Source: an optimization exercise on an open RTL-to-GDS flow (aim: small area). Production flows keep margins and buffers that such runs may drop.
In this exercise RTL edits were held to simulation tests only and were not proved equivalent to the original.
No activity file was given, so power comes from the tool's default toggle rates.

// breakout_top
module breakout_top #(
	parameter int step_period = 2000
) (
	input logic VGA_clk,
	input logic reset,
	input logic [7:0] scan_code,
	input logic key_strobe,
	output logic [10-1:0] VGA_R,
	output logic [10-1:0] VGA_G,
	output logic [10-1:0] VGA_B,
	output logic VGA_hSync,
	output logic VGA_vSync,
	output logic blank_n,
	output logic [1:0] lives,
	output breakout_pkg::game_state_t game_state
);
Size: about 630 cells after synthesis, roughly 48 I/O pins, roughly 4200 um^2 of cells after synthesis.
==> flow/config.mk <==
export PLATFORM = sky130hd
export DESIGN_NAME = breakout_top
export DESIGN_NICKNAME = breakout_top
export VERILOG_FILES = /design/flow/design.v
export SDC_FILE = /design/flow/constraint.sdc
export NUM_CORES = 4
export LEC_CHECK = 0
export CAP_MARGIN = 20
export CORE_MARGIN = 2
export CORE_UTILIZATION = 40
export SLEW_MARGIN = 20
export SYNTH_HIERARCHICAL = 1
export SYNTH_MINIMUM_KEEP_SIZE = 0
==> flow/constraint.sdc <==
create_clock -name core_clock -period 40.0 [get_ports {VGA_clk}]
set_input_delay 8.0000 -clock core_clock [delete_from_list [all_inputs] [get_ports {VGA_clk}]]
set_output_delay 8.0000 -clock core_clock [all_outputs]
set_load 0.01 [all_outputs]
standard.sh (not shown) runs the stock make flow with config.mk's settings and CLKGATE_MAP_FILE= SYNTH_SCRIPT=/design/flow/synth_recipe.tcl, a recipe that flattens the netlist after the stock synthesis.
==> flow/flow/run.sh <==
#!/bin/bash
# The standard layout with three changes:
# - after the standard synthesis, its combinational logic is mapped again by
#   ABC with an area-oriented script (resyn.sh); every flip-flop of the
#   standard synthesis stays as it is, with its name and cell
# - the port buffers are the smallest buffer (buf_1) instead of the default
# - clock tree synthesis uses clkbuf_8 and adds no dummy loads
# Each tool's output goes to a log file of its own in this folder.
set -euo pipefail
export BUFFER_PORTS_ARGS="-buffer_cell sky130_fd_sc_hd__buf_1"
export CTS_ARGS="-sink_clustering_enable -repair_clock_nets -buf_list sky130_fd_sc_hd__clkbuf_8 -sink_clustering_size 30 -sink_clustering_max_diameter 300 -sink_buffer_max_cap_derate 1.0 -dont_use_dummy_load"
bash standard.sh synth > standard_synth.log 2>&1
bash flow/resyn.sh > resyn.log 2>&1
bash standard.sh > standard.log 2>&1
Other scripts of this flow, unchanged in this note and not shown: flow/flow/resyn.sh
Next try:
--- a/flow/flow/run.sh
+++ b/flow/flow/run.sh
@@ -11 +11 @@
-export CTS_ARGS="-sink_clustering_enable -repair_clock_nets -buf_list sky130_fd_sc_hd__clkbuf_8 -sink_clustering_size 30 -sink_clustering_max_diameter 300 -sink_buffer_max_cap_derate 1.0 -dont_use_dummy_load"
+export CTS_ARGS="-sink_clustering_enable -repair_clock_nets -buf_list sky130_fd_sc_hd__clkbuf_8 -sink_buffer_max_cap_derate 0.6 -dont_use_dummy_load"
Routed wire length stays the same.
Global-route usage stays the same.
Hold slack does not change.
Core utilization does not change.
Maximum frequency does not change.
Non-clock buffer count is unchanged.
Clock-buffer cell count stays the same.
Sequential cell count does not change.
Final cell count stays the same.
Next try:
--- a/flow/flow/run.sh
+++ b/flow/flow/run.sh
@@ -11 +11 @@
-export CTS_ARGS="-sink_clustering_enable -repair_clock_nets -buf_list sky130_fd_sc_hd__clkbuf_8 -sink_buffer_max_cap_derate 0.6 -dont_use_dummy_load"
+export CTS_ARGS="-sink_clustering_enable -repair_clock_nets -buf_list sky130_fd_sc_hd__clkbuf_8 -dont_use_dummy_load"
The new run passed the timing, design-rule and antenna checks.
Fmax is unchanged.
First-iteration DRC count is unchanged.
Hold slack stays the same.
Combinational power stays flat.
Die area does not change.
Final cell count stays the same.
Setup slack stays the same.

---

breakout_top, a different RTL version from the one above (not shown whole).
For scale: ~630 cells after synthesis.
==> flow/design.v (excerpt) <==
module breakout_top #(
	parameter int step_period = 2000
) (
	input logic VGA_clk,
	input logic reset,
	input logic [7:0] scan_code,
	input logic key_strobe,
	output logic [10-1:0] VGA_R,
	output logic [10-1:0] VGA_G,
	output logic [10-1:0] VGA_B,
	output logic VGA_hSync,
	output logic VGA_vSync,
	output logic blank_n,
	output logic [1:0] lives,
	output breakout_pkg::game_state_t game_state
);
	localparam int H_TOTAL = 640 + 16 + 96 + 48;  
	localparam int V_TOTAL = 480 + 10 + 2 + 33;  
	localparam int H_SYNC_START = 640 + 16;
	localparam int V_SYNC_START = 480 + 10;
	localparam int X_MIN = 10 + 1;  
	localparam int X_MAX = 640 - 10 - 1 - 80;  
	localparam int X_HOME = (640 / 2) - (80 / 2);  
	localparam int X_LO = 10 + 7;  
	localparam int X_HI = 640 - 10 - 7;  
	localparam int YH_BOTTOM = (480 - 7) / 2;  
	localparam int YH_TOP = (10 + 7) / 2;  
	localparam int YH_PAD = (450 - 7) / 2;  
	localparam int YH_SIDE_LO = 450 / 2;  
	localparam int YH_SIDE_HI = (450 + 10 - 1) / 2;  
	localparam logic [255:0] DISC = 256'h0000000003f807fc0ffe1fff1fff1fff1fff1fff1fff1fff0ffe07fc03f80000;
	logic serve;
  ...
==> flow/config.mk <==
export PLATFORM = sky130hd
export DESIGN_NAME = breakout_top
export DESIGN_NICKNAME = breakout_top
export VERILOG_FILES = /design/flow/design.v
export SDC_FILE = /design/flow/constraint.sdc
export NUM_CORES = 4
export LEC_CHECK = 0
export CAP_MARGIN = 20
export CORE_MARGIN = 2
export CORE_UTILIZATION = 40
export SLEW_MARGIN = 20
export SYNTH_HIERARCHICAL = 1
export SYNTH_MINIMUM_KEEP_SIZE = 0
==> flow/constraint.sdc <==
create_clock -name core_clock -period 40.0 [get_ports {VGA_clk}]
set_input_delay 8.0000 -clock core_clock [delete_from_list [all_inputs] [get_ports {VGA_clk}]]
set_output_delay 8.0000 -clock core_clock [all_outputs]
set_load 0.01 [all_outputs]
==> flow/flow/run.sh <==
#!/bin/bash
# The standard layout with three changes:
# - after the standard synthesis, its combinational logic is mapped again by
#   ABC with an area-oriented script (resyn.sh); every flip-flop of the
#   standard synthesis stays as it is, with its name and cell
# - the port buffers are the smallest buffer (buf_1) instead of the default
# - clock tree synthesis uses clkbuf_8 and adds no dummy loads
# Each tool's output goes to a log file of its own in this folder.
set -euo pipefail
export BUFFER_PORTS_ARGS="-buffer_cell sky130_fd_sc_hd__buf_1"
export CTS_ARGS="-sink_clustering_enable -repair_clock_nets -buf_list sky130_fd_sc_hd__clkbuf_16 -dont_use_dummy_load"
bash standard.sh synth > standard_synth.log 2>&1
bash flow/resyn.sh > resyn.log 2>&1
bash standard.sh > standard.log 2>&1
Other scripts of this flow, unchanged in this note and not shown: flow/flow/resyn.sh
The baseline completed with no timing, DRC or antenna violations.
Next try:
--- a/flow/flow/run.sh
+++ b/flow/flow/run.sh
@@ -9,5 +9,5 @@
 set -euo pipefail
 export BUFFER_PORTS_ARGS="-buffer_cell sky130_fd_sc_hd__buf_1"
-export CTS_ARGS="-sink_clustering_enable -repair_clock_nets -buf_list sky130_fd_sc_hd__clkbuf_16 -dont_use_dummy_load"
+export CTS_ARGS="-sink_clustering_enable -repair_clock_nets -buf_list sky130_fd_sc_hd__clkbuf_8 -sink_clustering_size 14 -dont_use_dummy_load"
 bash standard.sh synth > standard_synth.log 2>&1
 bash flow/resyn.sh > resyn.log 2>&1
The new run completed without violations.
Routed wire length barely changes.
Setup slack degrades by 5.2 ps.
Cell area came out lower by 2.2%.
Core utilization came out lower by 0.98 points.
Worst hold slack improves by 8.9 ps.
Total power came out lower by 13%.
Global-route usage came out lower by 0.27 points.
Critical path depth stays the same.
Next try:
--- a/flow/flow/run.sh
+++ b/flow/flow/run.sh
@@ -9,5 +9,5 @@
 set -euo pipefail
 export BUFFER_PORTS_ARGS="-buffer_cell sky130_fd_sc_hd__buf_1"
-export CTS_ARGS="-sink_clustering_enable -repair_clock_nets -buf_list sky130_fd_sc_hd__clkbuf_8 -sink_clustering_size 14 -dont_use_dummy_load"
+export CTS_ARGS="-repair_clock_nets -buf_list sky130_fd_sc_hd__clkbuf_8 -dont_use_dummy_load"
 bash standard.sh synth > standard_synth.log 2>&1
 bash flow/resyn.sh > resyn.log 2>&1
The new run completed with no timing, DRC or antenna violations.
Global-route usage does not change.
Flip-flop and latch count is unchanged.
Setup slack does not change.
Area after synthesis stays the same.
Wire length is unchanged.
Next try:
--- a/flow/flow/run.sh
+++ b/flow/flow/run.sh
@@ -9,5 +9,5 @@
 set -euo pipefail
 export BUFFER_PORTS_ARGS="-buffer_cell sky130_fd_sc_hd__buf_1"
-export CTS_ARGS="-repair_clock_nets -buf_list sky130_fd_sc_hd__clkbuf_8 -dont_use_dummy_load"
+export CTS_ARGS="-sink_clustering_enable -repair_clock_nets -buf_list sky130_fd_sc_hd__clkbuf_8 -dont_use_dummy_load"
 bash standard.sh synth > standard_synth.log 2>&1
 bash flow/resyn.sh > resyn.log 2>&1
The changed run completed without violations.
Via count is unchanged.
Non-clock buffer count stays the same.
Combinational power hardly moves.
Worst setup slack does not change.
Final area is unchanged.
Die area is unchanged.
Synthesized cell count does not change.
Total power stays the same.
Global-route usage is unchanged.
Final cell count stays the same.

---

## run B
Another version of the RTL of breakout_top (not shown whole).
Size in the first run: ~650 cells after synthesis, ~48 I/O pins.
Settings: LEC_CHECK=0, CAP_MARGIN=20, CORE_MARGIN=2, CORE_UTILIZATION=40, SLEW_MARGIN=20, SYNTH_HIERARCHICAL=1, SYNTH_MINIMUM_KEEP_SIZE=0; clock period 40.0 ns.
==> flow/flow/run.sh <==
#!/bin/bash
# The standard layout with three changes:
# - after the standard synthesis, its combinational logic is mapped again by
#   ABC with an area-oriented script (resyn.sh); every flip-flop of the
#   standard synthesis stays as it is, with its name and cell
# - the port buffers are the smallest buffer (buf_1) instead of the default
# - clock tree synthesis uses clkbuf_4 and adds no dummy loads
# Each tool's output goes to a log file of its own in this folder.
set -euo pipefail
export BUFFER_PORTS_ARGS="-buffer_cell sky130_fd_sc_hd__buf_1"
export CTS_ARGS="-sink_clustering_enable -repair_clock_nets -buf_list sky130_fd_sc_hd__clkbuf_8 -dont_use_dummy_load"
bash standard.sh synth > standard_synth.log 2>&1
bash flow/resyn.sh > resyn.log 2>&1
bash standard.sh > standard.log 2>&1
Other scripts of this flow, unchanged in this note and not shown: flow/flow/resyn.sh
#### Input delta (run E over run B)
-- flow/flow/run.sh --
<<< run B, line 9
set -euo pipefail
export BUFFER_PORTS_ARGS="-buffer_cell sky130_fd_sc_hd__buf_1"
export CTS_ARGS="-sink_clustering_enable -repair_clock_nets -buf_list sky130_fd_sc_hd__clkbuf_8 -dont_use_dummy_load"
bash standard.sh synth > standard_synth.log 2>&1
bash flow/resyn.sh > resyn.log 2>&1
>>> run E, line 9
set -euo pipefail
export BUFFER_PORTS_ARGS="-buffer_cell sky130_fd_sc_hd__buf_1"
export CTS_ARGS='-sink_clustering_enable -repair_clock_nets -buf_list "sky130_fd_sc_hd__clkbuf_4 sky130_fd_sc_hd__clkbuf_8" -dont_use_dummy_load'
bash standard.sh synth > standard_synth.log 2>&1
bash flow/resyn.sh > resyn.log 2>&1
## What came out
Post-route minimum period essentially unchanged between run E and run B.
There was hardly any difference in portion of total power attributed to sequential cells between run E and run B.
Run B -> run E: mean area per synthesized cell delta 0, exact match

---

breakout_top again, from the RTL that the note above started with.
Settings: LEC_CHECK=0, CAP_MARGIN=20, CORE_MARGIN=2, CORE_UTILIZATION=40, SLEW_MARGIN=20, SYNTH_HIERARCHICAL=1, SYNTH_MINIMUM_KEEP_SIZE=0; clock period 40.0 ns.
==> flow/flow/run.sh <==
#!/bin/bash
# The standard layout with three changes:
# - after the standard synthesis, its combinational logic is mapped again by
#   ABC with an area-oriented script (resyn.sh); every flip-flop of the
#   standard synthesis stays as it is, with its name and cell
# - the port buffers are the smallest buffer (buf_1) instead of the default
# - clock tree synthesis uses clkbuf_8 and adds no dummy loads
# Each tool's output goes to a log file of its own in this folder.
set -euo pipefail
export BUFFER_PORTS_ARGS="-buffer_cell sky130_fd_sc_hd__buf_1"
export CTS_ARGS="-sink_clustering_enable -repair_clock_nets -buf_list sky130_fd_sc_hd__clkbuf_8 -dont_use_dummy_load"
bash standard.sh synth > standard_synth.log 2>&1
bash flow/resyn.sh > resyn.log 2>&1
bash standard.sh > standard.log 2>&1
Other scripts of this flow, unchanged in this note and not shown: flow/flow/resyn.sh
Change:
--- a/flow/flow/run.sh
+++ b/flow/flow/run.sh
@@ -10,3 +10,3 @@
 export BUFFER_PORTS_ARGS="-buffer_cell sky130_fd_sc_hd__buf_1"
-export CTS_ARGS="-sink_clustering_enable -repair_clock_nets -buf_list sky130_fd_sc_hd__clkbuf_8 -dont_use_dummy_load"
+export CTS_ARGS="-sink_clustering_enable -repair_clock_nets -buf_list sky130_fd_sc_hd__clkbuf_4 -root_buf sky130_fd_sc_hd__clkbuf_8 -dont_use_dummy_load"
 bash standard.sh synth > standard_synth.log 2>&1
=> The new run finished with timing, DRC and antenna clean. Cell area is unchanged. Synthesized area stays the same. Setup slack does not change. Combinational power stays flat. Core utilization does not change. Power is unchanged. Hold slack is unchanged. Die area stays the same. Maximum frequency is unchanged. Wire length does not change.

port drivers added, routing unchanged:
Ports are ideal in the flow. The routed layouts listed here were re-timed in OpenROAD.
Step 1 assumes that a clkbuf_16 drives the clock port and a buf_2 every other input.
Step 2 also shifts input and output timing later by t, the mid clock arrival at the registers, as if the neighbouring blocks saw the same clock.
a / b / c = ideal / step 1 / step 2; a / b = the first two.
| run | t (ns) | setup WS [ns] | hold WS [ns] | worst register clock-pin slew, ns |
|---|---|---|---|---|
| the first run of note 1 | 0.382 | 28.153 / 28.119 / 28.501 | 0.472 / 0.472 / 0.472 | 0.08 / 0.08 |
| the second run of note 1 | 0.382 | 28.153 / 28.119 / 28.501 | 0.472 / 0.472 / 0.472 | 0.08 / 0.08 |
| the third run of note 1 | 0.382 | 28.153 / 28.119 / 28.501 | 0.472 / 0.472 / 0.472 | 0.08 / 0.08 |
| the first run of note 2 | 0.369 | 28.346 / 28.308 / 28.677 | 0.450 / 0.450 / 0.450 | 0.06 / 0.06 |
| the second run of note 2 | 0.366 | 28.341 / 28.308 / 28.674 | 0.458 / 0.458 / 0.458 | 0.09 / 0.09 |
| the third run of note 2 | 0.366 | 28.341 / 28.308 / 28.674 | 0.458 / 0.458 / 0.458 | 0.09 / 0.09 |
| the fourth run of note 2 | 0.366 | 28.341 / 28.308 / 28.674 | 0.458 / 0.458 / 0.458 | 0.09 / 0.09 |
| run B | 0.377 | 28.109 / 28.076 / 28.453 | 0.463 / 0.463 / 0.463 | 0.09 / 0.09 |
| run E | 0.377 | 28.109 / 28.076 / 28.453 | 0.463 / 0.463 / 0.463 | 0.09 / 0.09 |
| the first run of note 4 | 0.377 | 28.109 / 28.076 / 28.453 | 0.463 / 0.463 / 0.463 | 0.09 / 0.09 |
| the second run of note 4 | 0.377 | 28.109 / 28.076 / 28.453 | 0.463 / 0.463 / 0.463 | 0.09 / 0.09 |
After both steps every run listed still meets setup and hold.
